Source: an optimization exercise on an open RTL-to-GDS flow (aim: small area, a short achievable clock period and few clock cycles per item). Production flows keep margins and buffers that such runs may drop.
The RTL was checked by simulation tests, not by an equivalence proof against the original design.
Power and IR drop assume default switching activity.

==> flow/design.v <==
package imem_pkg;
    localparam logic [31:0] NOP_INSTR = 32'h00000013;
    typedef enum logic {
        INIT,
        READY
    } state_t;
    typedef enum logic [1:0] {
        RD_ZERO,
        RD_RAM,
        RD_DFLT
    } rd_src_t;
    function automatic logic [31:0] word_index(input logic [31:0] addr);
        word_index = addr >> 2;
    endfunction
    function automatic logic addr_ok(input logic [31:0] addr, input logic [31:0] depth);
        addr_ok = (addr[1:0] == 2'b00) && (word_index(addr) < depth);
    endfunction
endpackage
module imem_ram #(
    parameter int DATA_W = 32
) (
    input  logic                clk,
    input  logic [7:0]          ins,      
    input  logic [DATA_W-1:0]   din,
    input  logic [7:0]          rring,    
    input  logic [7:0]          rpos,     
    output logic [DATA_W-1:0]   rdata     
);
    logic [8*DATA_W-1:0] ring_q [8];
    logic [DATA_W-1:0]   ring_rd [8];
    for (genvar r = 0; r < 8; r++) begin : g_ring
        logic [8*DATA_W-1:0] q;
        always_ff @(posedge clk) begin
            q <= {q[7*DATA_W-1:0], ins[r] ? din : q[8*DATA_W-1 -: DATA_W]};
        end
        always_comb begin
            ring_rd[r] = '0;
            for (int p = 0; p < 8; p++) begin
                ring_rd[r] = ring_rd[r] | (q[p*DATA_W +: DATA_W] & {DATA_W{rpos[p]}});
            end
        end
    end
    always_comb begin
        rdata = '0;
        for (int r = 0; r < 8; r++) begin
            rdata = rdata | (ring_rd[r] & {DATA_W{rring[r]}});
        end
    end
endmodule
module instr_mem_sync #(
    parameter int                DATA_W         = 32,
    parameter int                ADDR_W         = 8,
    parameter int                DEPTH          = 64,
    parameter logic [DATA_W-1:0] DEFAULT_INSTR  = DATA_W'(imem_pkg::NOP_INSTR),
    parameter bit                CLEAR_ON_RESET = 1'b1
) (
    input  logic              clk,
    input  logic              rst_n,
    output logic              init_done,
    input  logic              fetch_req,
    input  logic [ADDR_W-1:0] fetch_addr,
    output logic              fetch_ready,
    output logic [DATA_W-1:0] rdata,
    output logic              rvalid,
    output logic              fetch_err,
    input  logic              prog_we,
    input  logic [ADDR_W-1:0] prog_addr,
    input  logic [DATA_W-1:0] prog_wdata,
    output logic              prog_ack
);
    logic       init_q;       
    logic       clr_q;        
    logic       rdy_q;        
    logic [2:0] off_q;        
    logic [7:0] offoh_q;      
    logic [2:0] wpos_q;       
    logic [7:0] ins_q;        
    logic       ack_q;
    logic       v1_q, e1_q;   
    logic [7:0] rring_q, rpos_q;
    logic       rvalid_q, err_q;
    logic [DATA_W-1:0] rdata_q;
    logic [DATA_W-1:0] ram_rdata, din;
    logic       fetch_acc, fetch_al, prog_al, prog_go, prog_hit;
    logic [7:0] rpos_oh;
    logic [2:0] fetch_i, prog_i;
    assign fetch_acc = fetch_req && rdy_q;
    assign fetch_al  = (fetch_addr[1:0] == 2'b00);
    assign prog_al   = (prog_addr[1:0] == 2'b00);
    assign prog_go   = prog_we && init_q && !ack_q;
    assign fetch_i   = {fetch_addr[3:2], fetch_addr[7]};
    assign prog_i    = {prog_addr[3:2], prog_addr[7]};
    assign prog_hit  = (prog_i == wpos_q);
    always_comb begin
        for (int k = 0; k < 8; k++) begin
            rpos_oh[k] = offoh_q[3'(fetch_i + 3'(k))];
        end
    end
    always_ff @(posedge clk or negedge rst_n) begin
        if (!rst_n) begin
            init_q   <= ~CLEAR_ON_RESET;
            clr_q    <= CLEAR_ON_RESET;
            rdy_q    <= ~CLEAR_ON_RESET;
            off_q    <= 3'd0;
            offoh_q  <= 8'b0000_0010;
            wpos_q   <= 3'd2;
            ins_q    <= {8{CLEAR_ON_RESET}};
            ack_q    <= 1'b0;
            v1_q     <= 1'b0;
            e1_q     <= 1'b0;
            rvalid_q <= 1'b0;
            err_q    <= 1'b0;
        end else begin
            off_q    <= off_q + 3'd1;
            offoh_q  <= {offoh_q[6:0], offoh_q[7]};
            wpos_q   <= wpos_q + 3'd1;
            rdy_q    <= init_q;
            if (clr_q) begin
                if (off_q == 3'd7) begin
                    init_q <= 1'b1;
                    clr_q  <= 1'b0;
                    ins_q  <= 8'd0;
                end
            end else begin
                for (int r = 0; r < 8; r++) begin
                    ins_q[r] <= prog_go && prog_al && prog_hit && (prog_addr[6:4] == 3'(r));
                end
            end
            ack_q    <= prog_go && (!prog_al || prog_hit);
            v1_q     <= fetch_acc;
            e1_q     <= fetch_acc && !fetch_al;
            rvalid_q <= v1_q;
            err_q    <= e1_q;
        end
    end
    always_ff @(posedge clk) begin
        for (int k = 0; k < 8; k++) begin
            rring_q[k] <= (fetch_addr[6:4] == 3'(k));
            rpos_q[k]  <= fetch_al && rpos_oh[k];
        end
        rdata_q <= ram_rdata | (e1_q ? DEFAULT_INSTR : '0);
    end
    assign din = clr_q ? DEFAULT_INSTR : prog_wdata;
    imem_ram #(
        .DATA_W (DATA_W)
    ) u_ram (
        .clk   (clk),
        .ins   (ins_q),
        .din   (din),
        .rring (rring_q),
        .rpos  (rpos_q),
        .rdata (ram_rdata)
    );
    assign init_done   = init_q;
    assign fetch_ready = rdy_q;
    assign rdata       = rdata_q;
    assign rvalid      = rvalid_q;
    assign fetch_err   = err_q;
    assign prog_ack    = ack_q;
endmodule
==> flow/run.sh <==
#!/bin/bash
# synth_recipe.tcl (not shown) runs the flow's synth.tcl, then flattens the netlist and writes it again
# the make line also repeats each setting of config.mk as NAME=value (left out here)
make -C /OpenROAD-flow-scripts/flow DESIGN_CONFIG=/design/flow/config.mk WORK_HOME=/design/flow/orfs CLKGATE_MAP_FILE= SYNTH_SCRIPT=/design/flow/synth_recipe.tcl finish
==> flow/config.mk <==
export PLATFORM = sky130hd
export DESIGN_NAME = instr_mem_sync
export DESIGN_NICKNAME = instr_mem_sync
export VERILOG_FILES = /design/flow/design.v
export SDC_FILE = /design/flow/constraint.sdc
export NUM_CORES = 4
export LEC_CHECK = 0
export CAP_MARGIN = 20
export CORE_MARGIN = 2
export CORE_UTILIZATION = 65
export CTS_CLUSTER_DIAMETER = 60
export CTS_CLUSTER_SIZE = 30
export PLACE_DENSITY = 0.75
export SETUP_SLACK_MARGIN = 1.2
export SLEW_MARGIN = 20
==> flow/constraint.sdc <==
create_clock -name core_clock -period 3.1 [get_ports {clk}]
set_input_delay 0.6200 -clock core_clock [delete_from_list [all_inputs] [get_ports {clk}]]
set_output_delay 0.6200 -clock core_clock [all_outputs]
set_load 0.01 [all_outputs]
==> summary.md, run 1 <==
| Metric | Value |
|---|---|
| Mapped cell area | 58000 µm² |
| Vias | 36000 |
| Commonest non-fill, non-tap cell in the layout | dfxtp_1 |
| Input/output buffers | 88 |
| Worst skew pair latency | 0.71 ns |
| Syn Nets | 4302 |
| Hold Fails Final Rpt | 0 |
| Sequential share of the synthesized area | 0.736 |
| Hpwl dp | 78.4 mm |
| First-pass iteration count of the detailed router | 6 |
| Area after DPL | 60200 µm² |
| Layout Skew | 0.0243 ns |
| Clock Sinks | 2126 |
| Via density | 6.53 |
| Critical Path Max Stage Delay | 0.41 ns |
| Clock Pin Slew Worst Setup and Hold Paths | 0.11 ns |
| Area Overhead vs Synth | 10.7% |
| First DRT Iteration DRCs | 3943 |
| Type of the worst setup path | register to register |
| CTS tree | built |
| Total Power | 43300 µW |
| Worst EP arrival | 2.40 ns |
| Number of global-route vias before repair | 35900 |
| Die ar. | 91700 µm² |
| Pre-CTS setup slack | 0.567 ns |
| Slowest CP cell | dfxtp_4 |
| DRC | 0 |
| Final setup fails | 0 |
| Final core occ | 0.727 |
| Synthesized instance count | 4245 |
| Cell type with the largest total area after synthesis | dfxtp_1 |
| Crit path time final | 1.92 ns |
| Total track usage | 0.313 |
| Syn Area/Cell | 13.7 µm² |
| Worst r2r src | rpos_q[5] |
| Antenna violations before repair | 7 |
| Most used DFF post-synth | dfxtp_1 |
| Crit. Startpoint | rpos_q[5] |
| Row Count | 109 |
| WP buf/inv | 2 |
| Yosys cell types | 36 |
| Antenna Violating Nets Remaining | 0 |
| Hold Buf Count CTS | 0 |
| Routability cong. | 0.808 |
| RSZ-0062 raised after global routing | true |
| Critical path peak fanout | 25 |
| Layout Nets | 4336 |
| Overall routed net length | 148 mm |
| Worst Setup End Kind | register |
| Largest cells by area after synthesis | dfxtp_1 (72%), a22oi_1 (15%), mux2_2 (4.5%) |
| Initial Util | 0.657 |
| Warning count from the yosys run | 3 |
| Worst slew margin | 0.356 |
| Ports | 89 |
| Leak Pwr | 0.0240 µW |
| First-pass GRT wire length | 219 mm |
| Commonest non-fill, non-tap cells in the layout | dfxtp_1 (2059), a22oi_1 (1134), nand4_1 (288), mux2_2 (232), clkbuf_16 (102) |
| Die Height | 303 µm |
| FF+latch count, synth | 2126 |
| Total negative slack | 0 ns |
| Crit-path cells | buf_12 > buf_4 > a22oi_1 > nand4_1 > a22oi_1 > nand4_1 |
| Max Slew Vio Count | 0 |
| PnR worst setup slack | 1.18 ns |
| Finished Cell Area | 64200 µm² |
| Max IR drop VDD | 0.000628 V |
| Worst Tran Pin Value | 0.966 ns |
| Startpoint types | register |
| Chip width | 303 µm |
| Cell family with most CP delay | simple AND/OR/NAND/NOR gates |
| Worst EP required | 3.58 ns |
| Max Clock Freq | 520 MHz |
| Layout cells sized above 1 | 0.147 |
| Root buf cell | clkbuf_16 |
| Max-cap violations | 0 |
| H-tree levels | 3 |
| Clk buf depth | 3 |
| Status | timing/DRC/antenna clean |
| Fin crit share | 0.620 |
| Core area | 88400 µm² |
| Largest net degree at the start of global routing | 74 |
| Top cell type's share of synthesized area | 0.723 |
| Post-DR wirelength/cell | 26.9 µm |
| Grt total ovfl | 0 |
| Ratio of total power to cell area | 675 nW/µm² |
| Fraction of registers with async set/reset | 0.0141 |
| EDFF count, synth | 0 |
| Hold WC Path Type | input port to asynchronous set/reset pin |
| Total CTS buffers | 98 |
==> registers in the layout, indices dropped and copies added, names as in the netlist, 3 cells and up <==
signal,flops
u_ram.g_ring.q,2048
ins_q,8
rpos_q,8
rring_q,8
wpos_q,3
rdata_q,32
off_q,3
offoh_q,8
==> cells by family (layout without fill, tap and decap cells) <==
kind of cell,after synthesis,after routing,share of synthesized area
flip-flops,2126,2126,0.736
AO/OA/AOI/OAI,1189,1189,0.153
AND/OR/NAND/NOR,378,378,0.0395
buffers and inverters,295,396,0.0205
multiplexers,245,245,0.0490
XOR/XNOR,7,7,0.00106
adder cells (fa/ha/maj),5,5,0.00108
other,0,3,0
==> report_power, final <==
part	leakage (µW)	switching (µW)	total, µW	internal, µW
sequential	0.0174	84.3	27500	27400
combinational	0.00503	216	331	115
clock	0.00159	9040	15500	6500
total	0.0240	9340	43300	34000
==> final timing paths <==
kind | cells past startpoint | slack [ns] | to
max | 6 | 1.18 | rdata_q[21]
min | 2 | 0.29 | offoh_q[6]
max reg2reg | 6 | 1.18 | rdata_q[21]
min reg2reg | 0 | 0.34 | u_ram.g_ring[7].q[143]
max in group asynchronous | 2 | 2.50 | ins_q[5]
min in group core_clock | 0 | 0.34 | u_ram.g_ring[7].q[143]
==> cell usage after synthesis, types with 11 or more instances <==
library cell	n
clkbuf_1	176
a21oi_1	31
a22oi_1	1146
nor2b_1	30
nand4_1	288
mux2_2	232
buf_1	52
buf_2	59
dfrtp_1	19
dfxtp_1	2096
dfstp_2	11
nor2_1	34
==> metrics by stage <==
| stage | hold WS, ns | instances |
|---|---|---|
| 6_report | 0.288 | 5514 |
| 5_1_grt | 0.301 | 5514 |
| 4_1_cts | 0.265 | 5482 |
| 3_5_place_dp | 0.336 | 5295 |
| 3_3_place_gp | 0.332 | 5295 |
| 2_1_floorplan | 0.324 | 4245 |
==> area by class of cell <==
class | count | area (µm²)
Sequential cell | 2126 | 42800
Fill cell | 5816 | 24200
Multi-Input combinational cell | 1824 | 14200
Clock buffer | 110 | 2570
Timing Repair Buffer | 222 | 2430
Tap cell | 1165 | 1460
Clock inverter | 57 | 701
Inverter | 7 | 26.3
Antenna cell | 3 | 7.51
==> metal layers <==
layer,up-vias,GRT usage,wire [µm]
li1,16000,-,-
met3,256,0.0430,10400
met1,18200,0.452,65500
met2,1539,0.490,67100
met5,-,0,13
met4,2,0.106,5090
==> timing repair <==
action	4_1_cts	5_1_grt
endpoints found under the hold margin	0	0
cloned	2	3
gates resized for setup	181	27
setup buffers	18	26
setup endpoints to repair	192	27
pin swaps	2	12
Testbench counts, summed over its fixed seeds: cycles 13,090, items 12,000.
==> inputs of run 2 (changes only) <==
--- a/flow/config.mk
+++ b/flow/config.mk
@@ -10,6 +10,6 @@
 export CORE_UTILIZATION = 65
 export CTS_CLUSTER_DIAMETER = 60
-export CTS_CLUSTER_SIZE = 30
+export CTS_CLUSTER_SIZE = 24
 export PLACE_DENSITY = 0.75
-export SETUP_SLACK_MARGIN = 1.2
+export SETUP_SLACK_MARGIN = 1.3
 export SLEW_MARGIN = 20
==> summary.md, run 2 <==
| Metric | Value |
|---|---|
| Status | timing/DRC/antenna clean |
| Area of the multi-input gates | 15200 µm² |
| EDFF count, synth | 0 |
| WP buf/inv | 2 |
| Area after DPL | 60300 µm² |
| Hold Fails Final Rpt | 0 |
| Syn Area/Cell | 13.7 µm² |
| Grt total ovfl | 0 |
| Most used cell, CP | nand4_1 |
| Die Height | 303 µm |
| Root buf cell | clkbuf_16 |
| Met1 Usage GRT | 0.466 |
| Initial Util | 0.657 |
| Hold WC Path Type | input port to asynchronous set/reset pin |
| Finished Cell Area | 67000 µm² |
| Worst slew margin | 0.325 |
| Max Clock Freq | 501 MHz |
| Most used DFF post-synth | dfxtp_1 |
| Layout cells sized above 1 | 0.207 |
| Vias | 37300 |
| Routability cong. | 0.799 |
| Leak Pwr | 0.0248 µW |
| Slowest CP cell | a222oi_1 |
| First-pass iteration count of the detailed router | 6 |
| Type of the worst setup path | register to register |
| Startpoint types | register |
| Biggest register | u_ram.g_ring.q |
| CTS tree | built |
| Sequential share of the synthesized area | 0.736 |
| Total negative slack | 0 ns |
| Total CTS buffers | 110 |
| Chip width | 303 µm |
| Number of global-route vias before repair | 36900 |
| Yosys cell types | 36 |
| H-tree levels | 3 |
| Crit path time final | 2.00 ns |
| Total track usage | 0.334 |
| RSZ-0062 raised after global routing | true |
| Worst EP arrival | 2.55 ns |
| Overall routed net length | 166 mm |
| Syn Nets | 4302 |
| Crit-path cells | buf_8 > buf_4 > a22oi_1 > nand4_1 > a222oi_1 > nand4_1 |
| Number of flip-flops in the largest register | 2048 |
| Layout Skew | 0.0276 ns |
| Top cell type's share of synthesized area | 0.723 |
| Clock Sinks | 2126 |
| Die ar. | 91700 µm² |
| Worst EP required | 3.66 ns |
| Fraction of registers with async set/reset | 0.0141 |
| Max-cap violations | 0 |
| Mapped cell area | 58000 µm² |
| Max IR drop VDD | 0.000634 V |
| DRC | 0 |
| Hpwl dp | 79.4 mm |
| Register area | 42900 µm² |
| Row Count | 109 |
| Final setup fails | 0 |
| First DRT Iteration DRCs | 4588 |
| Antenna violations before repair | 7 |
| Synthesized instance count | 4245 |
| Synth top cells by count | dfxtp_1 (2096), a22oi_1 (1146), nand4_1 (288) |
| Worst Setup End Kind | register |
| Cell type with the largest total area after synthesis | dfxtp_1 |
| Commonest non-fill, non-tap cells in the layout | dfxtp_1 (2049), a22oi_1 (942), nand4_1 (288), mux2_2 (232), a22oi_2 (204) |
| Ports | 89 |
| Area Overhead vs Synth | 15.5% |
| Largest net degree at the start of global routing | 76 |
| Ratio of total power to cell area | 659 nW/µm² |
| Largest cells by area after synthesis | dfxtp_1 (72%), a22oi_1 (15%), mux2_2 (4.5%) |
| Fillcell total | 5272 |
| Antenna Violating Nets Remaining | 0 |
| Core area | 88400 µm² |
| Cell family with most CP delay | compound AO/OA/AOI/OAI gates |
| Clk buf depth | 3 |
| Clock Pin Slew Worst Setup and Hold Paths | 0.10 ns |
| Top-count cell post-synth | dfxtp_1 |
| Most used routing layer | met2 |
| FF+latch count, synth | 2126 |
| Via density | 6.68 |
| Commonest non-fill, non-tap cell in the layout | dfxtp_1 |
| Fin crit share | 0.644 |
| Worst skew pair latency | 0.72 ns |
| Warning count from the yosys run | 3 |
| Hold Buf Count CTS | 0 |
| Worst Tran Pin Value | 1.01 ns |
| Post-DR wirelength/cell | 29.6 µm |
| Critical Path Max Stage Delay | 0.71 ns |
| First-pass GRT wire length | 230 mm |
| Top Registers | u_ram.g_ring.q: 2048 flops, rdata_q: 32 flops |
| M3 GR Usage | 0.0621 |
| Input/output buffers | 88 |
| Critical path peak fanout | 5 |
| Layout Nets | 4410 |
| Max Slew Vio Count | 0 |
| GRT met2 Usage | 0.518 |
-- run 2: cell types whose count changed in the layout (fill, tap and decap cells not counted), sizes merged --
cell           before  now
clkinv             18   21
clkdlybuf4s50      51   50
clkinvlp            3    7
clkbuf            115  139
bufinv              1    7
dlymetal6s2s        0    1
buf               163  213
bufbuf              1    4
clkdlybuf4s15       2    0
inv                42   24
-- run 2: power by group --
| part | switching [µW] | internal [µW] |
|---|---|---|
| sequential | 97.6 | 27400 |
| clock | 8920 | 7450 |
| combinational | 225 | 111 |
-- run 2: per-stage QoR --
step	total power [µW]	setup slack, ns	std cells	hold slack, ns	utilization
4_1_cts	44100	1.18	5545	0.265	0.738
5_1_grt	45200	1.10	5584	0.319	0.758
6_report	44200	1.10	5584	0.288	0.758
2_1_floorplan	28200	1.26	4245	0.324	-
3_3_place_gp	28400	0.557	5298	0.332	0.682
3_5_place_dp	28400	0.556	5298	0.336	0.682
-- run 2: repair_timing --
| item | 4_1_cts | 5_1_grt |
|---|---|---|
| endpoints found under the hold margin | 0 | 0 |
| pin swaps | 32 | 124 |
| gates cloned | 10 | 18 |
| setup buffers | 62 | 18 |
| gates resized for setup | 284 | 242 |
| setup endpoints to repair | 93 | 107 |
-- run 2: per-layer routing --
layer	vias to the layer above	wire [µm]
met5	-	0
met4	0	7760
met3	388	14800
met2	1918	74200
met1	18800	68800
li1	16100	-
-- run 2: worst register-to-register path, cell delays in order (launching register included) --
cell and delay [ns]:
dfxtp_4 0.39, buf_8 0.15, buf_4 0.16, a22oi_1 0.16, nand4_1 0.11, a222oi_1 0.71
nand4_1 0.17
-- run 2: cells by family after synthesis --
kind of cell	Yosys count	share of synthesized area
flops	2126	0.736
compound gates	1189	0.153
simple gates	378	0.0395
buf+inv	295	0.0205
mux	245	0.0490
xor+xnor	7	0.00106
fa+ha+maj	5	0.00108
-- run 2: worst paths after layout --
kind	start	endpoint	slack (ns)	cells past startpoint
min in group core_clock	u_ram.g_ring[5].q[162]	u_ram.g_ring[5].q[194]	0.34	0
worst max-delay path	rpos_q[0]	rdata_q[0]	1.10	6
worst min register to register	u_ram.g_ring[5].q[162]	u_ram.g_ring[5].q[194]	0.34	0
worst max register to register	rpos_q[0]	rdata_q[0]	1.10	6
max in group asynchronous	rst_n	ins_q[1]	2.48	2
worst min-delay path	rst_n	err_q	0.29	2
-- run 2: final cells by class --
type                    instances  share of cell area
clock buffers                 123              0.0432
repair buffers                284              0.0600
clock inverters                52             0.00896
well taps                    1165              0.0217
diodes                          3            0.000112
flip-flops and latches       2126               0.639
inverters                       7            0.000429
multi-input cells            1824               0.226
==> inputs of run 3 (changes only) <==
--- a/flow/config.mk
+++ b/flow/config.mk
@@ -12,4 +12,4 @@
 export CTS_CLUSTER_SIZE = 24
 export PLACE_DENSITY = 0.75
-export SETUP_SLACK_MARGIN = 1.3
+export SETUP_SLACK_MARGIN = 1.1
 export SLEW_MARGIN = 20
==> summary.md, run 3 <==
| Metric | Value |
|---|---|
| Status | timing/DRC/antenna clean |
| Antenna violations before repair | 6 |
| FF+latch count, synth | 2126 |
| Core area | 88400 µm² |
| Final core occ | 0.726 |
| CTS tree | built |
| Clock Pin Slew Worst Setup and Hold Paths | 0.09 ns |
| Die ar. | 91700 µm² |
| Layout Skew | 0.0315 ns |
| Worst EP arrival | 2.49 ns |
| Total track usage | 0.312 |
| RSZ-0062 raised after global routing | true |
| Worst slew margin | 0.213 |
| Inst Count DP | 5292 |
| Die Height | 303 µm |
| Synth top cells by count | dfxtp_1 (2096), a22oi_1 (1146), nand4_1 (288) |
| Cell family with most CP delay | compound AO/OA/AOI/OAI gates |
| Ratio of total power to cell area | 688 nW/µm² |
| Crit-path cells | buf_12 > a22oi_1 > nand4_1 > a22oi_1 > nand4_1 |
| Layout Nets | 4318 |
| Synthesized instance count | 4245 |
| Commonest non-fill, non-tap cells in the layout | dfxtp_1 (2068), a22oi_1 (1145), nand4_1 (288), mux2_2 (232), clkbuf_16 (116) |
| First DRT Iteration DRCs | 3709 |
| Max Clock Freq | 495 MHz |
| Mapped cell area | 58000 µm² |
| Slowest CP cell | dfxtp_4 |
| Sequential share of the synthesized area | 0.736 |
| Vias | 35900 |
| Overall routed net length | 146 mm |
| Chip width | 303 µm |
| EDFF count, synth | 0 |
| Total Power | 44100 µW |
| Initial Util | 0.657 |
| Layout cells sized above 1 | 0.132 |
| Syn Nets | 4302 |
| Final setup fails | 0 |
| Max-cap violations | 0 |
| Top Registers | u_ram.g_ring.q: 2048 flops, rdata_q: 32 flops |
| Worst EP required | 3.57 ns |
| Input/output buffers | 88 |
| Syn Area/Cell | 13.7 µm² |
| Total negative slack | 0 ns |
| Top-count cell post-synth | dfxtp_1 |
| Leak Pwr | 0.0240 µW |
| Grt total ovfl | 0 |
| Largest cells by area after synthesis | dfxtp_1 (72%), a22oi_1 (15%), mux2_2 (4.5%) |
| Type of the worst setup path | register to register |
| Hold Buf Count CTS | 0 |
| Routability cong. | 0.791 |
| Cell type with the largest total area after synthesis | dfxtp_1 |
| Antenna Violating Nets Remaining | 0 |
| Area Overhead vs Synth | 10.5% |
| Critical path peak fanout | 54 |
| Crit path time final | 2.02 ns |
| H-tree levels | 3 |
| Fin cells | 5494 |
| Via density | 6.53 |
| Hpwl dp | 78.3 mm |
| Hold WC Path Type | input port to asynchronous set/reset pin |
| Area after DPL | 60200 µm² |
| Row Count | 109 |
| Yosys cell types | 36 |
| Largest net degree at the start of global routing | 74 |
| First-pass GRT wire length | 219 mm |
| Commonest non-fill, non-tap cell in the layout | dfxtp_1 |
| Max Slew Vio Count | 0 |
| Fraction of registers with async set/reset | 0.0141 |
| Post-DR wirelength/cell | 26.6 µm |
| Warning count from the yosys run | 3 |
| Root buf cell | clkbuf_16 |
| Startpoint types | register |
| Clk buf depth | 3 |
| Max IR drop VDD | 0.000525 V |
| Number of flip-flops in the largest register | 2048 |
| Worst Setup End Kind | register |
| Most used DFF post-synth | dfxtp_1 |
| Clock Sinks | 2126 |
| Worst Tran Pin Value | 1.18 ns |
| Critical Path Max Stage Delay | 0.50 ns |
| Number of global-route vias before repair | 36500 |
| First-pass iteration count of the detailed router | 6 |
| Top cell type's share of synthesized area | 0.723 |
| Worst skew pair latency | 0.70 ns |
| Hold Fails Final Rpt | 0 |
| Fin crit share | 0.652 |
| Biggest register | u_ram.g_ring.q |
| Total CTS buffers | 111 |
| DRC | 0 |
| Ports | 89 |
| Finished Cell Area | 64100 µm² |
| WP buf/inv | 1 |
==> run 3: changes by cell type in the layout (fill, tap and decap cells not counted), sizes merged <==
cell / change
buf: -109
bufbuf: -4
clkbuf: -12
clkdlybuf4s15: +12
clkdlybuf4s50: +1
clkinv: -6
clkinvlp: +3
diode: +2
dlygate4sd2: +18
dlymetal6s2s: -1
inv: +6
==> run 3: layout make-up <==
type / instances / area, µm²
fill: 5859 / 24200
tap: 1165 / 1460
antenna: 5 / 12.5
inverter: 7 / 26.3
timing repair buffer: 191 / 2120
sequential: 2126 / 42800
clock buffer: 121 / 2920
multi-input combinational: 1824 / 14100
clock inverter: 55 / 623
==> run 3: cell families (layout without fill, tap and decap cells) <==
logic type | count (synthesis) | count (layout) | synth area share
mux | 245 | 245 | 0.0490
simple gates | 378 | 378 | 0.0395
other cells | 0 | 5 | 0
xor+xnor | 7 | 7 | 0.00106
compound gates | 1189 | 1189 | 0.153
buf+inv | 295 | 374 | 0.0205
fa+ha+maj | 5 | 5 | 0.00108
flops | 2126 | 2126 | 0.736
==> run 3: final timing paths <==
kind | from | to | slack (ns) | depth (start not counted)
worst max-delay path | rpos_q[0] | rdata_q[2] | 1.08 | 5
worst min-delay path | rst_n | init_q | 0.29 | 2
worst max register to register | rpos_q[0] | rdata_q[2] | 1.08 | 5
worst min register to register | u_ram.g_ring[6].q[200] | u_ram.g_ring[6].q[232] | 0.34 | 0
max in group asynchronous | rst_n | offoh_q[1] | 2.49 | 2
min in group core_clock | u_ram.g_ring[6].q[200] | u_ram.g_ring[6].q[232] | 0.34 | 0
==> run 3: repair_timing <==
item | in CTS | in global routing
pin swaps | 2 | 5
setup endpoints to repair | 92 | 19
resized for setup | 80 | 22
setup buffers | 8 | 12
cloned | 0 | 1
==> run 3: per-layer routing <==
metal	wire (µm)	track usage	vias to the layer above
li1	-	-	15900
met1	65300	0.450	18200
met2	65700	0.489	1530
met3	10700	0.0471	231
met4	4160	0.0948	2
met5	18	0	-
==> run 3: report_power, final <==
group / total, µW / internal, µW / switching (µW) / leakage (µW)
Combinational: 300 / 111 / 189 / 0.00485
Clock: 16300 / 7540 / 8780 / 0.00172
Sequential: 27500 / 27400 / 109 / 0.0174
==> run 3: stage by stage <==
| step | setup slack, ns | hold slack [ns] |
|---|---|---|
| 2_1_floorplan | 1.15 | 0.324 |
| 6_report | 1.08 | 0.291 |
| 4_1_cts | 1.03 | 0.281 |
| 3_5_place_dp | 0.542 | 0.336 |
| 5_1_grt | 0.997 | 0.344 |
| 3_3_place_gp | 0.498 | 0.332 |
==> inputs of run 4 (changes only) <==
--- a/flow/config.mk
+++ b/flow/config.mk
@@ -12,4 +12,4 @@
 export CTS_CLUSTER_SIZE = 24
 export PLACE_DENSITY = 0.75
-export SETUP_SLACK_MARGIN = 1.1
+export SETUP_SLACK_MARGIN = 1.2
 export SLEW_MARGIN = 20
==> summary.md, run 4 <==
| Metric | Value |
|---|---|
| Die Height | 303 µm |
| Leak Pwr | 0.0238 µW |
| Layout cells sized above 1 | 0.139 |
| Switching share of power | 0.205 |
| Ratio of total power to cell area | 672 nW/µm² |
| Row Count | 109 |
| Commonest non-fill, non-tap cell in the layout | dfxtp_1 |
| Final hold slack | 0.304 ns |
| RSZ-0062 raised after global routing | true |
| H-tree levels | 3 |
| First-pass iteration count of the detailed router | 6 |
| Largest cells by area after synthesis | dfxtp_1 (72%), a22oi_1 (15%), mux2_2 (4.5%) |
| Worst Setup End Kind | register |
| Hold Buf Count CTS | 0 |
| Via density | 6.52 |
| Hold Fails Final Rpt | 0 |
| Cell type with the largest total area after synthesis | dfxtp_1 |
| Initial Util | 0.657 |
| Fin crit share | 0.616 |
| Syn Area/Cell | 13.7 µm² |
| Synthesized instance count | 4245 |
| Warning count from the yosys run | 3 |
| Antenna Violating Nets Remaining | 0 |
| Final core occ | 0.723 |
| Largest net degree at the start of global routing | 74 |
| Clk buf depth | 3 |
| Routability cong. | 0.808 |
| Sequential share of the synthesized area | 0.736 |
| Worst EP required | 3.56 ns |
| Worst EP arrival | 2.37 ns |
| Fraction of registers with async set/reset | 0.0141 |
| PnR worst setup slack | 1.19 ns |
| Crit path time final | 1.91 ns |
| Input/output buffers | 88 |
| P_sw | 8800 µW |
| Layout Nets | 4327 |
| Commonest non-fill, non-tap cells in the layout | dfxtp_1 (2060), a22oi_1 (1134), nand4_1 (288), mux2_2 (232), clkbuf_16 (109) |
| Status | timing/DRC/antenna clean |
| Chip width | 303 µm |
| Hpwl dp | 78.4 mm |
| Pre-CTS setup slack | 0.567 ns |
| Critical path peak fanout | 7 |
| EDFF count, synth | 0 |
| Layout Skew | 0.0323 ns |
| Most used DFF post-synth | dfxtp_1 |
| Top cell type's share of synthesized area | 0.723 |
| Total negative slack | 0 ns |
| Type of the worst setup path | register to register |
| Core area | 88400 µm² |
| Ports | 89 |
| Int Pwr | 34100 µW |
| Yosys cell types | 36 |
| Worst skew pair latency | 0.69 ns |
| Overall routed net length | 146 mm |
| Antenna violations before repair | 10 |
| Top Registers | u_ram.g_ring.q: 2048 flops, rdata_q: 32 flops |
| Startpoint types | register |
| Max Slew Vio Count | 0 |
| Max-cap violations | 0 |
| Fillcell total | 5886 |
| CTS tree | built |
| Hold WC Path Type | input port to asynchronous set/reset pin |
| Worst slew margin | 0.325 |
| Vias | 35800 |
| Seq pwr share | 0.640 |
| Worst Tran Pin Value | 1.01 ns |
| Max IR drop VDD | 0.000708 V |
| Final setup fails | 0 |
| Clock Pin Slew Worst Setup and Hold Paths | 0.09 ns |
| Post-DR wirelength/cell | 26.6 µm |
| DRC | 0 |
| Area Overhead vs Synth | 10.0% |
| Die ar. | 91700 µm² |
| Total track usage | 0.311 |
| FF+latch count, synth | 2126 |
| Biggest register | u_ram.g_ring.q |
| Clock Sinks | 2126 |
| Total CTS buffers | 107 |
| Mapped cell area | 58000 µm² |
| Top-count cell post-synth | dfxtp_1 |
| Root buf cell | clkbuf_16 |
| First DRT Iteration DRCs | 3830 |
| Syn Nets | 4302 |
| Number of global-route vias before repair | 36000 |
| Synth top cells by count | dfxtp_1 (2096), a22oi_1 (1146), nand4_1 (288) |
| Max Clock Freq | 524 MHz |
| Number of flip-flops in the largest register | 2048 |
| Grt total ovfl | 0 |
| Combinational Power Share | 0.008 |
| Clock power frac | 0.353 |
| First-pass GRT wire length | 218 mm |
==> run 4: power groups by stage <==
stage / registers [µW] / logic [µW] / clock network (µW)
after CTS: 27400 / 323 / 15200
after detailed placement: 28100 / 322 / 0
after global routing: 27500 / 336 / 16200
after floorplan: 28100 / 99.8 / 0
after global placement: 28100 / 322 / 0
final: 27500 / 330 / 15100
==> run 4: final timing paths <==
path / start / endpoint / slack (ns) / depth (start not counted)
min in group core_clock: u_ram.g_ring[4].q[169] / u_ram.g_ring[4].q[201] / 0.33 / 0
max in group asynchronous: rst_n / clr_q / 2.48 / 2
max reg2reg: rpos_q[2] / rdata_q[0] / 1.19 / 5
min reg2reg: u_ram.g_ring[4].q[169] / u_ram.g_ring[4].q[201] / 0.33 / 0
max: rpos_q[2] / rdata_q[0] / 1.19 / 5
min: rst_n / wpos_q[0] / 0.30 / 2
==> run 4: layout make-up <==
cell class	instances	area, µm²	area share
sequential	2126	42800	0.671
multi-input combinational	1824	14200	0.222
clock buffer	121	2780	0.0436
timing repair buffer	204	2230	0.0350
tap	1165	1460	0.0228
clock inverter	31	330	0.00517
inverter	7	26.3	0.000411
antenna	3	7.51	0.000118
==> run 4: through the flow <==
stage                     std cells  power (µW)  instance area [µm²]
after floorplan                4245       28200                58100
after global placement         5295       28400                60200
after detailed placement       5295       28400                60200
after CTS                      5463       43000                63600
after global routing           5481       44000                63900
final                          5481       42900                63900
==> run 4: cell families after synthesis <==
| kind of cell | synth area share |
|---|---|
| and+or+nand+nor | 0.0395 |
| xor gates and xnor gates | 0.00106 |
| DFF | 0.736 |
| adders and majority gates | 0.00108 |
| buffers and inverters | 0.0205 |
| muxes | 0.0490 |
| AOI/OAI and AO/OA | 0.153 |
==> run 4: per-layer routing <==
metal,GRT usage,part of all wire,up-vias
li1,-,-,15900
met1,0.447,0.44,18000
met2,0.489,0.46,1541
met3,0.0382,0.069,285
met4,0.116,0.035,0
met5,0,0,-
==> run 4: repair_timing <==
item,in CTS,in global routing
hold endpoints to repair,0,0
cloned,2,0
resized for setup,171,22
pin swaps,2,10
endpoints found under the setup margin,185,31
buffers inserted,14,15
==> run 4: critical path, cell delays in order, from the launching register on <==
cell      delay (ns)
dfxtp_4         0.43
buf_4           0.20
a22oi_1         0.15
nand4_1         0.13
a222oi_1        0.39
nand4_1         0.37
==> inputs of run 5 (changes only) <==
--- a/flow/config.mk
+++ b/flow/config.mk
@@ -8,8 +8,8 @@
 export CAP_MARGIN = 20
 export CORE_MARGIN = 2
-export CORE_UTILIZATION = 65
+export CORE_UTILIZATION = 75
 export CTS_CLUSTER_DIAMETER = 60
 export CTS_CLUSTER_SIZE = 24
-export PLACE_DENSITY = 0.75
+export PLACE_DENSITY = 0.85
 export SETUP_SLACK_MARGIN = 1.2
 export SLEW_MARGIN = 20
==> summary.md, run 5 <==
| Metric | Value |
|---|---|
| Max Slew Vio Count | 0 |
| Hold WC Path Type | input port to asynchronous set/reset pin |
| Layout Nets | 4343 |
| Number of flip-flops in the largest register | 2048 |
| Yosys cell types | 36 |
| Crit path time final | 2.05 ns |
| Hold Buf Count CTS | 0 |
| Synth Area in XOR/XNOR | 0.00106 |
| Fraction of registers with async set/reset | 0.0141 |
| Synthesized instance count | 4245 |
| Warning count from the yosys run | 3 |
| Worst skew pair latency | 0.69 ns |
| Critical path peak fanout | 9 |
| Critical Path Max Stage Delay | 0.61 ns |
| Fillcell total | 3924 |
| Syn Area/Cell | 13.7 µm² |
| Max IR drop VDD | 0.000522 V |
| Input/output buffers | 88 |
| Grt total ovfl | 0 |
| Worst EP arrival | 2.57 ns |
| Ratio of total power to cell area | 667 nW/µm² |
| Row Count | 102 |
| Layout Skew | 0.0283 ns |
| Worst r2r src | rpos_q[3] |
| Commonest non-fill, non-tap cells in the layout | dfxtp_1 (2056), a22oi_1 (1134), nand4_1 (288), mux2_2 (232), clkbuf_16 (108) |
| Via density | 6.96 |
| Biggest register | u_ram.g_ring.q |
| Top cell type's share of synthesized area | 0.723 |
| Total CTS buffers | 103 |
| Met1 wire length | 61.9 mm |
| Clock Sinks | 2126 |
| Sequential share of the synthesized area | 0.736 |
| Area Overhead vs Synth | 10.1% |
| First-pass iteration count of the detailed router | 8 |
| First DRT Iteration DRCs | 4550 |
| Worst Setup End Kind | register |
| Routed length on met2 | 70.3 mm |
| Ports | 89 |
| Chip width | 282 µm |
| Root buf cell | clkbuf_16 |
| Startpoint types | register |
| Clk buf depth | 3 |
| Max-cap violations | 0 |
| RSZ-0062 raised after global routing | true |
| Die ar. | 79600 µm² |
| Largest net degree at the start of global routing | 69 |
| Hpwl dp | 81.4 mm |
| Overall routed net length | 154 mm |
| Cell type with the largest total area after synthesis | dfxtp_1 |
| Total negative slack | 0 ns |
| FF+latch count, synth | 2126 |
| Largest family of logic cells by synthesized area | compound AO/OA/AOI/OAI gates |
| Worst slew margin | 0.198 |
| Mapped cell area | 58000 µm² |
| Slowest CP cell | a222oi_1 |
| Status | timing/DRC/antenna clean |
| Hold Fails Final Rpt | 0 |
| Antenna violations before repair | 9 |
| Layout cells sized above 1 | 0.143 |
| EDFF count, synth | 0 |
| Synth Area in Compound Gates | 0.153 |
| Fin crit share | 0.661 |
| H-tree levels | 3 |
| Die Height | 282 µm |
| Leak Pwr | 0.0239 µW |
| Vias | 37300 |
| Largest cells by area after synthesis | dfxtp_1 (72%), a22oi_1 (15%), mux2_2 (4.5%) |
| Type of the worst setup path | register to register |
| Max Clock Freq | 488 MHz |
| Antenna Violating Nets Remaining | 0 |
| Initial Util | 0.753 |
| Crit. Startpoint | rpos_q[3] |
| DRC | 0 |
| Post-DR wirelength/cell | 28.7 µm |
| Final setup fails | 0 |
| Synth Area in Adders | 0.00108 |
| Worst Tran Pin Value | 1.20 ns |
| First-pass GRT wire length | 227 mm |
| Core area | 77100 µm² |
| Worst EP required | 3.63 ns |
| Number of global-route vias before repair | 38000 |
| Max layer used | met4 |
| Syn Nets | 4302 |
| Top Registers | u_ram.g_ring.q: 2048 flops, rdata_q: 32 flops |
| Crit-path cells | buf_8 > a22oi_1 > nand4_1 > a222oi_1 > nand4_1 |
| Commonest non-fill, non-tap cell in the layout | dfxtp_1 |
| Most used cell, CP | nand4_1 |
| CTS tree | built |
| Mux share of post-synthesis cell area | 0.0490 |
| Synth top cells by count | dfxtp_1 (2096), a22oi_1 (1146), nand4_1 (288) |
| Most used DFF post-synth | dfxtp_1 |
| Top-count cell post-synth | dfxtp_1 |
| Routability cong. | 0.802 |
| Clock Pin Slew Worst Setup and Hold Paths | 0.10 ns |
| Total Power | 42600 µW |
| Post-synthesis simple-gate area fraction | 0.0395 |
| Total track usage | 0.374 |
| Met3 routed WL | 14.1 mm |
## run 5: cell counts after synthesis
Identical to the previous run, type by type.
## run 5: worst max-delay path, delay by kind of cell (launching register included)
kind | cells | cell delay [ns]
AOI/OAI and AO/OA | 2 | 0.82
buffers and inverters | 1 | 0.21
DFF | 1 | 0.46
and+or+nand+nor | 2 | 0.38
## run 5: power breakdown
| group | switching (µW) | total (µW) | internal (µW) |
|---|---|---|---|
| clock | 8390 | 14800 | 6460 |
| sequential | 90.9 | 27500 | 27400 |
| combinational | 214 | 319 | 105 |
| total | 8690 | 42600 | 33900 |
## run 5: area by class of cell
class                           instances  area (µm²)  share of cell area
Antenna cell                            6        15.0            0.000235
Clock inverter                         23         216             0.00339
Clock buffer                          117        2740              0.0429
Timing Repair Buffer                  224        2540              0.0397
Tap cell                             1040        1300              0.0204
Multi-Input combinational cell       1824       14200               0.223
Sequential cell                      2126       42800               0.670
Inverter                                7        26.3            0.000411
## run 5: cell families (layout without fill, tap and decap cells)
| family | Yosys count | after routing |
|---|---|---|
| XOR/XNOR | 7 | 7 |
| other | 0 | 6 |
| AO/OA/AOI/OAI | 1189 | 1189 |
| buffers and inverters | 295 | 371 |
| multiplexers | 245 | 245 |
| AND/OR/NAND/NOR | 378 | 378 |
| adder cells (fa/ha/maj) | 5 | 5 |
| flip-flops | 2126 | 2126 |
## run 5: path summary, 6_finish.rpt
check / endpoint / slack (ns) / cells past startpoint
setup / recovery: rdata_q[0] / 1.05 / 5
hold reg to reg: u_ram.g_ring[7].q[111] / 0.34 / 0
min in group core_clock: u_ram.g_ring[7].q[111] / 0.34 / 0
setup reg to reg: rdata_q[0] / 1.05 / 5
max in group asynchronous: ins_q[1] / 2.47 / 2
hold / removal: rdy_q / 0.30 / 2
## run 5: per-stage QoR
stage / util / hold slack (ns) / std cells / instance area, µm² / worst slack, ns
2_1_floorplan: - / 0.324 / 4245 / 58100 / 1.21
3_3_place_gp: 0.782 / 0.332 / 5171 / 60300 / 0.479
3_5_place_dp: 0.782 / 0.336 / 5171 / 60300 / 0.544
4_1_cts: 0.823 / 0.304 / 5328 / 63400 / 1.07
5_1_grt: 0.829 / 0.335 / 5365 / 63900 / 1.06
6_report: 0.829 / 0.304 / 5367 / 63900 / 1.05
## run 5: what timing repair did
action                                  CTS  global route
pin swaps                                 1             7
endpoints found under the setup margin   82            36
gates resized for setup                 168            25
buffers inserted                         17            31
endpoints found under the hold margin     0             0
cloned                                    0             2
## run 5: metal layers
metal / track usage / vias to the layer above
met1: 0.506 / 18800
met5: 0 / -
met3: 0.0600 / 411
li1: - / 15900
met4: 0.189 / 0
met2: 0.590 / 2200
==> inputs of run 6 (changes only) <==
--- a/flow/config.mk
+++ b/flow/config.mk
@@ -8,8 +8,8 @@
 export CAP_MARGIN = 20
 export CORE_MARGIN = 2
-export CORE_UTILIZATION = 75
+export CORE_UTILIZATION = 65
 export CTS_CLUSTER_DIAMETER = 60
 export CTS_CLUSTER_SIZE = 24
-export PLACE_DENSITY = 0.85
-export SETUP_SLACK_MARGIN = 1.2
+export PLACE_DENSITY = 0.75
+export SETUP_SLACK_MARGIN = 1.25
 export SLEW_MARGIN = 20
==> summary.md, run 6 <==
| Metric | Value |
|---|---|
| Critical path peak fanout | 1 |
| Syn Area/Cell | 13.7 µm² |
| Sequential share of the synthesized area | 0.736 |
| Input/output buffers | 88 |
| Clock Sinks | 2126 |
| Top-count cell post-synth | dfxtp_1 |
| Vias | 35800 |
| Area after DPL | 60400 µm² |
| Seq pwr share | 0.621 |
| Cell family with most CP delay | flip-flops |
| R2R depth | 2 |
| First DRT Iteration DRCs | 3930 |
| Total negative slack | 0 ns |
| Hold Fails Final Rpt | 0 |
| Commonest non-fill, non-tap cells in the layout | dfxtp_1 (2059), a22oi_1 (1143), nand4_1 (288), mux2_2 (232), clkbuf_16 (112) |
| Finished Cell Area | 64600 µm² |
| Grt total ovfl | 0 |
| Synthesized instance count | 4245 |
| Max Clock Freq | 527 MHz |
| Die ar. | 91700 µm² |
| Worst Setup EP | rdata[0] |
| Via density | 6.49 |
| Synth Area in Adders | 0.00108 |
| Startpoint types | register |
| Antenna violations before repair | 10 |
| Fillcell total | 5816 |
| Warning count from the yosys run | 3 |
| Worst EP required | 2.48 ns |
| Inst Count DP | 5298 |
| Area of the multi-input gates | 14200 µm² |
| Leak Pwr | 0.0242 µW |
| Total track usage | 0.320 |
| Crit. Startpoint | rdata_q[0] |
| Clock Pin Slew Worst Setup and Hold Paths | 0.09 ns |
| Chip width | 303 µm |
| Number of flip-flops in the largest register | 2048 |
| Hold WC Path Type | input port to asynchronous set/reset pin |
| Biggest register | u_ram.g_ring.q |
| Top Registers | u_ram.g_ring.q: 2048 flops, rdata_q: 32 flops |
| Register area | 42800 µm² |
| Area Overhead vs Synth | 11.3% |
| Worst EP arrival | 1.28 ns |
| Mux share of post-synthesis cell area | 0.0490 |
| Hpwl dp | 78.6 mm |
| Synth top cells by count | dfxtp_1 (2096), a22oi_1 (1146), nand4_1 (288) |
| Layout Skew | 0.0383 ns |
| CTS tree | built |
| Root buf cell | clkbuf_16 |
| Layout cells sized above 1 | 0.145 |
| Fin cells | 5520 |
| Total CTS buffers | 110 |
| Worst r2r src | clr_q |
| Syn Nets | 4302 |
| Ports | 89 |
| Layout Nets | 4340 |
| Fraction of registers with async set/reset | 0.0141 |
| Commonest non-fill, non-tap cell in the layout | dfxtp_1 |
| Combinational Power Share | 0.007 |
| Type of the worst setup path | register to output pin |
| Largest family of logic cells by synthesized area | compound AO/OA/AOI/OAI gates |
| Max Slew Vio Count | 0 |
| WP depth | 1 |
| Switching share of power | 0.205 |
| Yosys cell types | 36 |
| RSZ-0062 raised after global routing | true |
| FF+latch count, synth | 2126 |
| Final core occ | 0.731 |
| Top cell type's share of synthesized area | 0.723 |
| Routability cong. | 0.780 |
| Clock power frac | 0.371 |
| Clk buf depth | 3 |
| P_sw | 9070 µW |
| Initial Util | 0.657 |
| First-pass GRT wire length | 222 mm |
| Final setup fails | 0 |
| Post-DR wirelength/cell | 26.9 µm |
| Cell type with the largest total area after synthesis | dfxtp_1 |
| Antenna Violating Nets Remaining | 0 |
| Ratio of total power to cell area | 684 nW/µm² |
| Worst skew pair latency | 0.74 ns |
| Status | timing/DRC/antenna clean |
| Crit path time final | 1.90 ns |
| Slowest CP cell | dfxtp_4 |
| Most used DFF post-synth | dfxtp_1 |
| Worst Tran Pin Value | 1.29 ns |
| Mapped cell area | 58000 µm² |
| Synth Area in Compound Gates | 0.153 |
| Synth Area in XOR/XNOR | 0.00106 |
| R2R Path End | u_ram.g_ring[5].q[9] |
| Max-cap violations | 0 |
| WP buf/inv | 1 |
| Fin crit share | 0.612 |
| Worst slew margin | 0.140 |
| Row Count | 109 |
| Post-synthesis simple-gate area fraction | 0.0395 |
| Worst Setup End Kind | output pin |
| Crit-path cells | buf_6 |
| First-pass iteration count of the detailed router | 6 |
| H-tree levels | 3 |
| Largest net degree at the start of global routing | 63 |
| Critical Path Max Stage Delay | 0.41 ns |
| Die Height | 303 µm |
| Number of global-route vias before repair | 36300 |
| Int Pwr | 35100 µW |
| Max IR drop VDD | 0.000594 V |
| Overall routed net length | 149 mm |
| Core area | 88400 µm² |
| Largest cells by area after synthesis | dfxtp_1 (72%), a22oi_1 (15%), mux2_2 (4.5%) |
| DRC | 0 |
| EDFF count, synth | 0 |
| Reg2reg setup slack | 1.20 ns |
[run 6: kinds of logic (layout without fill, tap and decap cells)]
family,after synthesis,count (layout)
simple gates,378,378
other cells,0,9
xor+xnor,7,7
compound gates,1189,1189
buf+inv,295,396
mux,245,245
fa+ha+maj,5,5
flops,2126,2126
[run 6: metal layers]
metal / routed length (µm) / GRT usage
met1: 65000 / 0.450
met2: 65200 / 0.486
met3: 12600 / 0.0708
met4: 5890 / 0.125
met5: 14 / 0
[run 6: cell type report]
class,instances,share of cell area
clock inverter,51,0.0100
antenna,9,0.000349
tap,1165,0.0226
clock buffer,124,0.0450
timing repair buffer,214,0.0394
multi-input combinational,1824,0.219
inverter,7,0.000407
sequential,2126,0.663
[run 6: metrics by stage]
| stage | setup WS, ns | hold slack, ns | power [µW] |
|---|---|---|---|
| 6_report | 1.20 | 0.280 | 44200 |
| 2_1_floorplan | 1.25 | 0.324 | 28200 |
| 3_5_place_dp | 0.540 | 0.336 | 28400 |
| 3_3_place_gp | 0.526 | 0.332 | 28400 |
| 4_1_cts | 1.15 | 0.263 | 44300 |
| 5_1_grt | 1.17 | 0.310 | 45300 |
[run 6: worst min path at each step]
stage / startpoint / end / slack (ns) / cells after the start
2_1_floorplan: rst_n / ack_q / 0.32 / 0
6_report: rst_n / rdy_q / 0.28 / 2
4_1_cts: rst_n / rdy_q / 0.26 / 2
3_3_place_gp: u_ram.g_ring[0].q[177] / u_ram.g_ring[0].q[209] / 0.33 / 0
5_1_grt: rst_n / err_q / 0.31 / 2
3_5_place_dp: v1_q / rvalid_q / 0.34 / 0
[run 6: timing repair]
item | in CTS | in global routing
cloned | 3 | 0
endpoints found under the setup margin | 84 | 47
pin swaps | 1 | 4
hold buffers | 0 | 0
gates resized for setup | 211 | 9
buffers inserted | 27 | 8
[run 6: worst register-to-register path, stage by stage, from the launching register on]
cell and delay (ns):
dfstp_4 0.52, nor2b_1 0.99, mux2_2 0.33
[run 6: power by group through the flow]
stage / clock [µW] / sequential [µW] / combinational [µW]
after floorplan: 0 / 28100 / 101
after global placement: 0 / 28100 / 312
after detailed placement: 0 / 28100 / 313
after CTS: 16500 / 27400 / 314
after global routing: 17500 / 27500 / 329
final: 16400 / 27400 / 324
==> inputs of run 7 (changes only) <==
==> flow/flow/run.sh (new file) <==
#!/bin/bash
# The standard layout, with clock tree synthesis told not to add dummy loads.
set -euo pipefail
export CTS_ARGS="-sink_clustering_enable -repair_clock_nets -sink_clustering_size 24 -sink_clustering_max_diameter 60 -dont_use_dummy_load"
bash standard.sh > standard_flow.log 2>&1
==> flow/standard.sh (new file) <==
#!/bin/bash
# synth_recipe.tcl (not shown) runs the flow's synth.tcl, then flattens the netlist and writes it again
# the make line also repeats each setting of config.mk as NAME=value (left out here)
make -C /OpenROAD-flow-scripts/flow DESIGN_CONFIG=/design/flow/config.mk WORK_HOME=/design/flow/orfs CLKGATE_MAP_FILE= SYNTH_SCRIPT=/design/flow/synth_recipe.tcl "${@:-finish}"
--- a/flow/config.mk
+++ b/flow/config.mk
@@ -12,4 +12,4 @@
 export CTS_CLUSTER_SIZE = 24
 export PLACE_DENSITY = 0.75
-export SETUP_SLACK_MARGIN = 1.25
+export SETUP_SLACK_MARGIN = 1.2
 export SLEW_MARGIN = 20
removed: flow/run.sh
==> summary.md, run 7 <==
| Metric | Value |
|---|---|
| Status | timing/DRC/antenna clean |
| Top-count cell post-synth | dfxtp_1 |
| Crit-path cells | buf_8 > a22oi_1 > nand4_1 > a222oi_1 > nand4_1 |
| Synth top cells by count | dfxtp_1 (2096), a22oi_1 (1146), nand4_1 (288) |
| Area after DPL | 60200 µm² |
| Core area | 88400 µm² |
| Vias | 35600 |
| Warning count from the yosys run | 3 |
| Top cell type's share of synthesized area | 0.723 |
| Ratio of total power to cell area | 660 nW/µm² |
| Total negative slack | 0 ns |
| Seq pwr share | 0.655 |
| Initial Util | 0.657 |
| FF+latch count, synth | 2126 |
| Critical path peak fanout | 7 |
| Hpwl dp | 78.4 mm |
| Commonest non-fill, non-tap cell in the layout | dfxtp_1 |
| Row Count | 109 |
| WP buf/inv | 1 |
| Post-DR wirelength/cell | 26.8 µm |
| Clock Sinks | 2126 |
| Root buf cell | clkbuf_16 |
| Largest net degree at the start of global routing | 74 |
| Clk buf depth | 3 |
| Fin crit share | 0.630 |
| Max IR drop VDD | 0.000700 V |
| Slowest CP cell | a222oi_1 |
| Total CTS buffers | 107 |
| Sequential share of the synthesized area | 0.736 |
| Ports | 89 |
| Max Clock Freq | 512 MHz |
| Worst EP arrival | 2.38 ns |
| Top Registers | u_ram.g_ring.q: 2048 flops, rdata_q: 32 flops |
| Number of flip-flops in the largest register | 2048 |
| Layout Skew | 0.0909 ns |
| Worst slew margin | 0.335 |
| Worst Setup End Kind | register |
| Crit path time final | 1.95 ns |
| Most used DFF post-synth | dfxtp_1 |
| P_sw | 8280 µW |
| Number of global-route vias before repair | 35800 |
| Finished Cell Area | 63500 µm² |
| Layout cells sized above 1 | 0.130 |
| Largest cells by area after synthesis | dfxtp_1 (72%), a22oi_1 (15%), mux2_2 (4.5%) |
| First DRT Iteration DRCs | 3968 |
| Syn Area/Cell | 13.7 µm² |
| Fraction of registers with async set/reset | 0.0141 |
| Total track usage | 0.310 |
| Die ar. | 91700 µm² |
| Most used cell, CP | nand4_1 |
| Chip width | 303 µm |
| Hold Fails Final Rpt | 0 |
| Yosys cell types | 36 |
| Clock Pin Slew Worst Setup and Hold Paths | 0.09 ns |
| CTS tree | built |
| Layout Nets | 4335 |
| Worst Tran Pin Value | 0.996 ns |
| EDFF count, synth | 0 |
| Cell type with the largest total area after synthesis | dfxtp_1 |
| Hold WC Path Type | register to register |
| Antenna violations before repair | 8 |
| Clock power frac | 0.337 |
| Startpoint types | register |
| Max Slew Vio Count | 0 |
| Critical Path Max Stage Delay | 0.48 ns |
| Commonest non-fill, non-tap cells in the layout | dfxtp_1 (2062), a22oi_1 (1143), nand4_1 (288), mux2_2 (232), clkbuf_16 (111) |
| Worst EP required | 3.53 ns |
| H-tree levels | 3 |
| Combinational Power Share | 0.008 |
| Synthesized instance count | 4245 |
| RSZ-0062 raised after global routing | true |
| Input/output buffers | 88 |
| Antenna Violating Nets Remaining | 0 |
| Switching share of power | 0.198 |
| Cell family with most CP delay | compound AO/OA/AOI/OAI gates |
| Worst skew pair latency | 0.70 ns |
| Via density | 6.54 |
| Area Overhead vs Synth | 9.43% |
| Final setup fails | 0 |
| Syn Nets | 4302 |
| Grt total ovfl | 0 |
| First-pass GRT wire length | 217 mm |
| Routability cong. | 0.808 |
| Int Pwr | 33600 µW |
| First-pass iteration count of the detailed router | 6 |
| Biggest register | u_ram.g_ring.q |
| DRC | 0 |
| Type of the worst setup path | register to register |
| Fillcell total | 5947 |
| Die Height | 303 µm |
| Leak Pwr | 0.0237 µW |
| Overall routed net length | 146 mm |
| Mapped cell area | 58000 µm² |
| Max-cap violations | 0 |
-- run 7: cell types whose count changed in the layout (fill, tap and decap cells not counted), sizes merged, moves of 4 or more --
| cell | change |
|---|---|
| clkinv | -18 |
| inv | -18 |
| buf | -17 |
| clkbuf | -10 |
| bufinv | -9 |
| clkdlybuf4s15 | +9 |
| clkinvlp | -6 |
| diode | -4 |
-- run 7: final cells by class --
cell class / instances / area [µm²] / share of cell area
inverters: 7 / 26.3 / 0.000414
multi-input cells: 1824 / 14200 / 0.223
clock buffers: 107 / 2680 / 0.0422
well taps: 1165 / 1460 / 0.0230
flip-flops and latches: 2126 / 42800 / 0.674
repair buffers: 212 / 2360 / 0.0372
diodes: 5 / 12.5 / 0.000197
-- run 7: kinds of logic (layout without fill, tap and decap cells) --
logic type | count (synthesis) | count (layout) | synth area share
flops | 2126 | 2126 | 0.736
compound gates | 1189 | 1189 | 0.153
simple gates | 378 | 378 | 0.0395
buf+inv | 295 | 326 | 0.0205
mux | 245 | 245 | 0.0490
xor+xnor | 7 | 7 | 0.00106
fa+ha+maj | 5 | 5 | 0.00108
other cells | 0 | 5 | 0
-- run 7: routing by layer --
| metal | routed length (µm) | track usage | share of wire |
|---|---|---|---|
| met4 | 5170 | 0.107 | 0.035 |
| met5 | 0 | 0 | 0 |
| met3 | 10100 | 0.0390 | 0.069 |
| met1 | 64500 | 0.444 | 0.44 |
| met2 | 66400 | 0.491 | 0.45 |
-- run 7: per-stage QoR --
stage / hold slack (ns) / util / power (µW) / setup WS [ns] / cells
final: 0.299 / 0.719 / 41900 / 1.15 / 5446
after global routing: 0.304 / 0.719 / 43000 / 1.16 / 5444
after CTS: 0.298 / 0.714 / 42000 / 1.04 / 5416
after detailed placement: 0.336 / 0.681 / 28400 / 0.567 / 5295
after global placement: 0.332 / 0.681 / 28400 / 0.564 / 5295
after floorplan: 0.324 / - / 28200 / 1.21 / 4245
-- run 7: timing repair --
item / 4_1_cts / 5_1_grt
setup buffers: 13 / 21
gates cloned: 1 / 4
hold buffers: 0 / 0
pin swaps: 2 / 6
endpoints found under the setup margin: 152 / 18
resized for setup: 155 / 22
-- run 7: final timing paths --
check | slack (ns) | from | endpoint | depth (start not counted)
setup / recovery | 1.15 | rpos_q[6] | rdata_q[0] | 5
hold / removal | 0.30 | u_ram.g_ring[4].q[183] | u_ram.g_ring[4].q[215] | 0
setup reg to reg | 1.15 | rpos_q[6] | rdata_q[0] | 5
hold reg to reg | 0.30 | u_ram.g_ring[4].q[183] | u_ram.g_ring[4].q[215] | 0
max in group asynchronous | 2.46 | rst_n | offoh_q[0] | 2
min in group asynchronous | 0.31 | rst_n | wpos_q[0] | 2
-- run 7: power groups by stage --
stage | logic, µW | registers, µW | clock network (µW)
finish | 329 | 27500 | 14100
global route | 336 | 27500 | 15200
CTS | 323 | 27400 | 14200
detailed placement | 322 | 28100 | 0
global placement | 322 | 28100 | 0
floorplan | 99.8 | 28100 | 0
==> inputs of run 8 (changes only) <==
--- a/flow/design.v
+++ b/flow/design.v
@@ -70,5 +70,4 @@
 );
     logic       init_q;       
-    logic       clr_q;        
     logic       rdy_q;        
     logic [2:0] off_q;        
@@ -100,5 +99,4 @@
         if (!rst_n) begin
             init_q   <= ~CLEAR_ON_RESET;
-            clr_q    <= CLEAR_ON_RESET;
             rdy_q    <= ~CLEAR_ON_RESET;
             off_q    <= 3'd0;
@@ -116,8 +114,7 @@
             wpos_q   <= wpos_q + 3'd1;
             rdy_q    <= init_q;
-            if (clr_q) begin
+            if (!init_q) begin
                 if (off_q == 3'd7) begin
                     init_q <= 1'b1;
-                    clr_q  <= 1'b0;
                     ins_q  <= 8'd0;
                 end
@@ -141,5 +138,5 @@
         rdata_q <= ram_rdata | (e1_q ? DEFAULT_INSTR : '0);
     end
-    assign din = clr_q ? DEFAULT_INSTR : prog_wdata;
+    assign din = init_q ? prog_wdata : DEFAULT_INSTR;
     imem_ram #(
         .DATA_W (DATA_W)
@@ -152,5 +149,5 @@
         .rdata (ram_rdata)
     );
-    assign init_done   = init_q;
+    assign init_done   = rdy_q;
     assign fetch_ready = rdy_q;
     assign rdata       = rdata_q;
==> flow/run.sh (new file) <==
#!/bin/bash
# synth_recipe.tcl (not shown) runs the flow's synth.tcl, then flattens the netlist and writes it again
# the make line also repeats each setting of config.mk as NAME=value (left out here)
make -C /OpenROAD-flow-scripts/flow DESIGN_CONFIG=/design/flow/config.mk WORK_HOME=/design/flow/orfs CLKGATE_MAP_FILE= SYNTH_SCRIPT=/design/flow/synth_recipe.tcl finish
--- a/flow/config.mk
+++ b/flow/config.mk
@@ -12,4 +12,4 @@
 export CTS_CLUSTER_SIZE = 24
 export PLACE_DENSITY = 0.75
-export SETUP_SLACK_MARGIN = 1.2
+export SETUP_SLACK_MARGIN = 1.25
 export SLEW_MARGIN = 20
removed: flow/flow/run.sh
removed: flow/standard.sh
==> summary.md, run 8 <==
| Metric | Value |
|---|---|
| H-tree levels | 3 |
| Yosys cell types | 37 |
| Critical Path Max Stage Delay | 1.28 ns |
| Max Slew Vio Count | 0 |
| CTS tree | built |
| Synth Area in XOR/XNOR | 0.00105 |
| First-pass GRT wire length | 219 mm |
| Post-DR wirelength/cell | 26.8 µm |
| Total track usage | 0.314 |
| Mux share of post-synthesis cell area | 0.0488 |
| Ports | 89 |
| Slowest CP cell | dfstp_4 |
| Hpwl dp | 80.0 mm |
| Fraction of registers with async set/reset | 0.0136 |
| Total negative slack | 0 ns |
| PnR worst setup slack | 1.22 ns |
| EDFF count, synth | 0 |
| Input/output buffers | 88 |
| Antenna violations before repair | 14 |
| Final core occ | 0.724 |
| Worst slew margin | 0.332 |
| Met1 wire length | 62.6 mm |
| Hold Fails Final Rpt | 0 |
| Max layer used | met4 |
| Critical path peak fanout | 36 |
| Routed length on met2 | 67.4 mm |
| Post-synthesis simple-gate area fraction | 0.0392 |
| Top cell type's share of synthesized area | 0.720 |
| First DRT Iteration DRCs | 3781 |
| Worst skew pair latency | 0.71 ns |
| Root buf cell | clkbuf_16 |
| Die Height | 303 µm |
| Largest cells by area after synthesis | dfxtp_1 (72%), a22oi_1 (15%), mux2_2 (4.5%) |
| Synth Area in Adders | 0.00107 |
| Antenna Violating Nets Remaining | 0 |
| Worst EP required | 3.67 ns |
| Synth top cells by count | dfxtp_1 (2096), a22oi_1 (1145), nand4_1 (288) |
| WP buf/inv | 0 |
| Top Registers | u_ram.g_ring.q: 2048 flops, rdata_q: 32 flops |
| Cell family with most CP delay | flip-flops |
| Overall routed net length | 148 mm |
| Layout cells sized above 1 | 0.143 |
| Total CTS buffers | 108 |
| First-pass iteration count of the detailed router | 6 |
| Biggest register | u_ram.g_ring.q |
| Initial Util | 0.657 |
| Synth Area in Compound Gates | 0.152 |
| Ratio of total power to cell area | 678 nW/µm² |
| Area Overhead vs Synth | 10.2% |
| Core area | 88600 µm² |
| RSZ-0062 raised after global routing | true |
| Max-cap violations | 0 |
| Max IR drop VDD | 0.000645 V |
| Commonest non-fill, non-tap cells in the layout | dfxtp_1 (2054), a22oi_1 (1141), nand4_1 (288), mux2_2 (232), clkbuf_16 (111) |
| Die ar. | 92000 µm² |
| Sequential share of the synthesized area | 0.733 |
| Grt total ovfl | 0 |
| Clk buf depth | 3 |
| Type of the worst setup path | register to register |
| Crit path time final | 1.88 ns |
| Layout Nets | 4329 |
| Routability cong. | 0.803 |
| Largest family of logic cells by synthesized area | compound AO/OA/AOI/OAI gates |
| Fin crit share | 0.607 |
| Final hold slack | 0.283 ns |
| Most used DFF post-synth | dfxtp_1 |
| Vias | 35800 |
| FF+latch count, synth | 2125 |
| Register area | 42800 µm² |
| Row Count | 109 |
| Pre-CTS setup slack | 0.552 ns |
| Hold WC Path Type | input port to asynchronous set/reset pin |
| Number of flip-flops in the largest register | 2048 |
| Crit-path cells | mux2_2 |
| Commonest non-fill, non-tap cell in the layout | dfxtp_1 |
| Startpoint types | register |
| Max Clock Freq | 532 MHz |
| Worst EP arrival | 2.45 ns |
| Area of the multi-input gates | 14100 µm² |
| Synthesized instance count | 4275 |
| Mapped cell area | 58300 µm² |
| Via density | 6.50 |
| Warning count from the yosys run | 3 |
| Reg2reg setup slack | 1.22 ns |
| Met3 routed WL | 11.1 mm |
| Top-count cell post-synth | dfxtp_1 |
| DRC | 0 |
| Worst Setup End Kind | register |
| Fillcell total | 5850 |
| Largest net degree at the start of global routing | 79 |
| Status | timing/DRC/antenna clean |
| Layout Skew | 0.0319 ns |
| Clock Sinks | 2125 |
| Cell type with the largest total area after synthesis | dfxtp_1 |
| Area after DPL | 60400 µm² |
| Final setup fails | 0 |
| Syn Area/Cell | 13.6 µm² |
| Finished Cell Area | 64200 µm² |
| Chip width | 303 µm |
| Number of global-route vias before repair | 35800 |
| Worst Tran Pin Value | 1.00 ns |
| Leak Pwr | 0.0238 µW |
| Clock Pin Slew Worst Setup and Hold Paths | 0.10 ns |
| Syn Nets | 4332 |
==> run 8: cell count changes after synthesis, sizes merged <==
| cell | delta |
|---|---|
| dfstp | -1 |
| buf | +89 |
| inv | +1 |
| nor3 | +1 |
| nor4 | -1 |
| nor2b | -27 |
| and2 | +29 |
| a21o | -1 |
| clkbuf | -58 |
| nor2 | -2 |
==> run 8: what timing repair did <==
item / in CTS / in global routing
endpoints found under the hold margin: 0 / 0
setup endpoints to repair: 88 / 34
gates resized for setup: 207 / 14
setup buffers: 12 / 23
hold buffers: 0 / 0
pin swaps: 0 / 4
==> run 8: per-layer routing <==
metal  vias up  global-route usage
met5         -                   0
met4         0               0.125
met3       313              0.0553
met2      1524               0.500
met1     18000               0.430
li1      15900                   -
==> run 8: path summary, 6_finish.rpt <==
check,start,cells past startpoint,endpoint
worst max-delay path,ins_q[5],1,u_ram.g_ring[5].q[20]
worst min-delay path,rst_n,2,rvalid_q
worst max register to register,ins_q[5],1,u_ram.g_ring[5].q[20]
worst min register to register,u_ram.g_ring[2].q[103],0,u_ram.g_ring[2].q[135]
max in group asynchronous,rst_n,2,ins_q[3]
min in group core_clock,u_ram.g_ring[2].q[103],0,u_ram.g_ring[2].q[135]
==> run 8: power breakdown <==
group | switching [µW] | total (µW) | leakage (µW) | internal [µW]
Clock | 8620 | 15700 | 0.00159 | 7060
Combinational | 212 | 338 | 0.00494 | 126
Sequential | 122 | 27500 | 0.0173 | 27400
Total | 8960 | 43500 | 0.0238 | 34600
==> run 8: area by class of cell <==
| class | instances | area share |
|---|---|---|
| clock buffer | 124 | 0.0445 |
| tap | 1165 | 0.0227 |
| sequential | 2125 | 0.667 |
| timing repair buffer | 206 | 0.0373 |
| clock inverter | 45 | 0.00721 |
| inverter | 8 | 0.000468 |
| multi-input combinational | 1823 | 0.220 |
| antenna | 5 | 0.000195 |
==> run 8: cell families after synthesis <==
kind of cell               after synthesis
AOI/OAI and AO/OA                     1188
xor gates and xnor gates                 7
adders and majority gates                5
buffers and inverters                  327
DFF                                   2125
muxes                                  245
and+or+nand+nor                        378
==> run 8: metrics by stage <==
| step | power [µW] | cells |
|---|---|---|
| 5_1_grt | 44600 | 5500 |
| 4_1_cts | 43600 | 5473 |
| 2_1_floorplan | 28200 | 4275 |
| 6_report | 43500 | 5501 |
| 3_5_place_dp | 28500 | 5292 |
| 3_3_place_gp | 28500 | 5292 |
Testbench counts of run 8, summed over its fixed seeds: cycles 13,082, items 12,000.

## what the ideal ports hide
The flow's constraints put no driver on any port. The routed layouts listed below were extracted and timed again, unchanged, in two steps.
Step 1: set_driving_cell puts a clkbuf_16 on clk and a buf_2 on each other input, an assumption about the parent block.
Step 2 also shifts input and output timing later by t, the mid clock arrival at the registers, as if the neighbouring blocks saw the same clock.
a / b / c = no drivers / after step 1 / after step 2; a / b = the first two.
run | t (ns) | setup slack, ns | latest minus earliest clock arrival (ns) | worst data-port slew with drivers (ns)
run 1 | 0.764 | 1.177 / 1.119 / 0.544 | 0.033 / 0.033 | 0.20
run 2 | 0.779 | 1.103 / 1.103 / 0.685 | 0.030 / 0.030 | 0.20
run 3 | 0.755 | 1.078 / 1.058 / 0.529 | 0.035 / 0.034 | 0.16
run 4 | 0.747 | 1.190 / 1.126 / 0.658 | 0.038 / 0.038 | 0.19
run 5 | 0.750 | 1.052 / 1.043 / 0.640 | 0.037 / 0.037 | 0.18
run 6 | 0.780 | 1.201 / 1.137 / 0.456 | 0.050 / 0.049 | 0.21
run 7 | 0.723 | 1.147 / 1.137 / 0.700 | 0.096 / 0.096 | 0.19
run 8 | 0.754 | 1.219 / 1.169 / 0.684 | 0.038 / 0.038 | 0.22
After both steps every run listed still meets setup and hold. The setup slack of run 6, which loses most, moves by -0.064 ns with the drivers and by -0.745 ns with both steps.
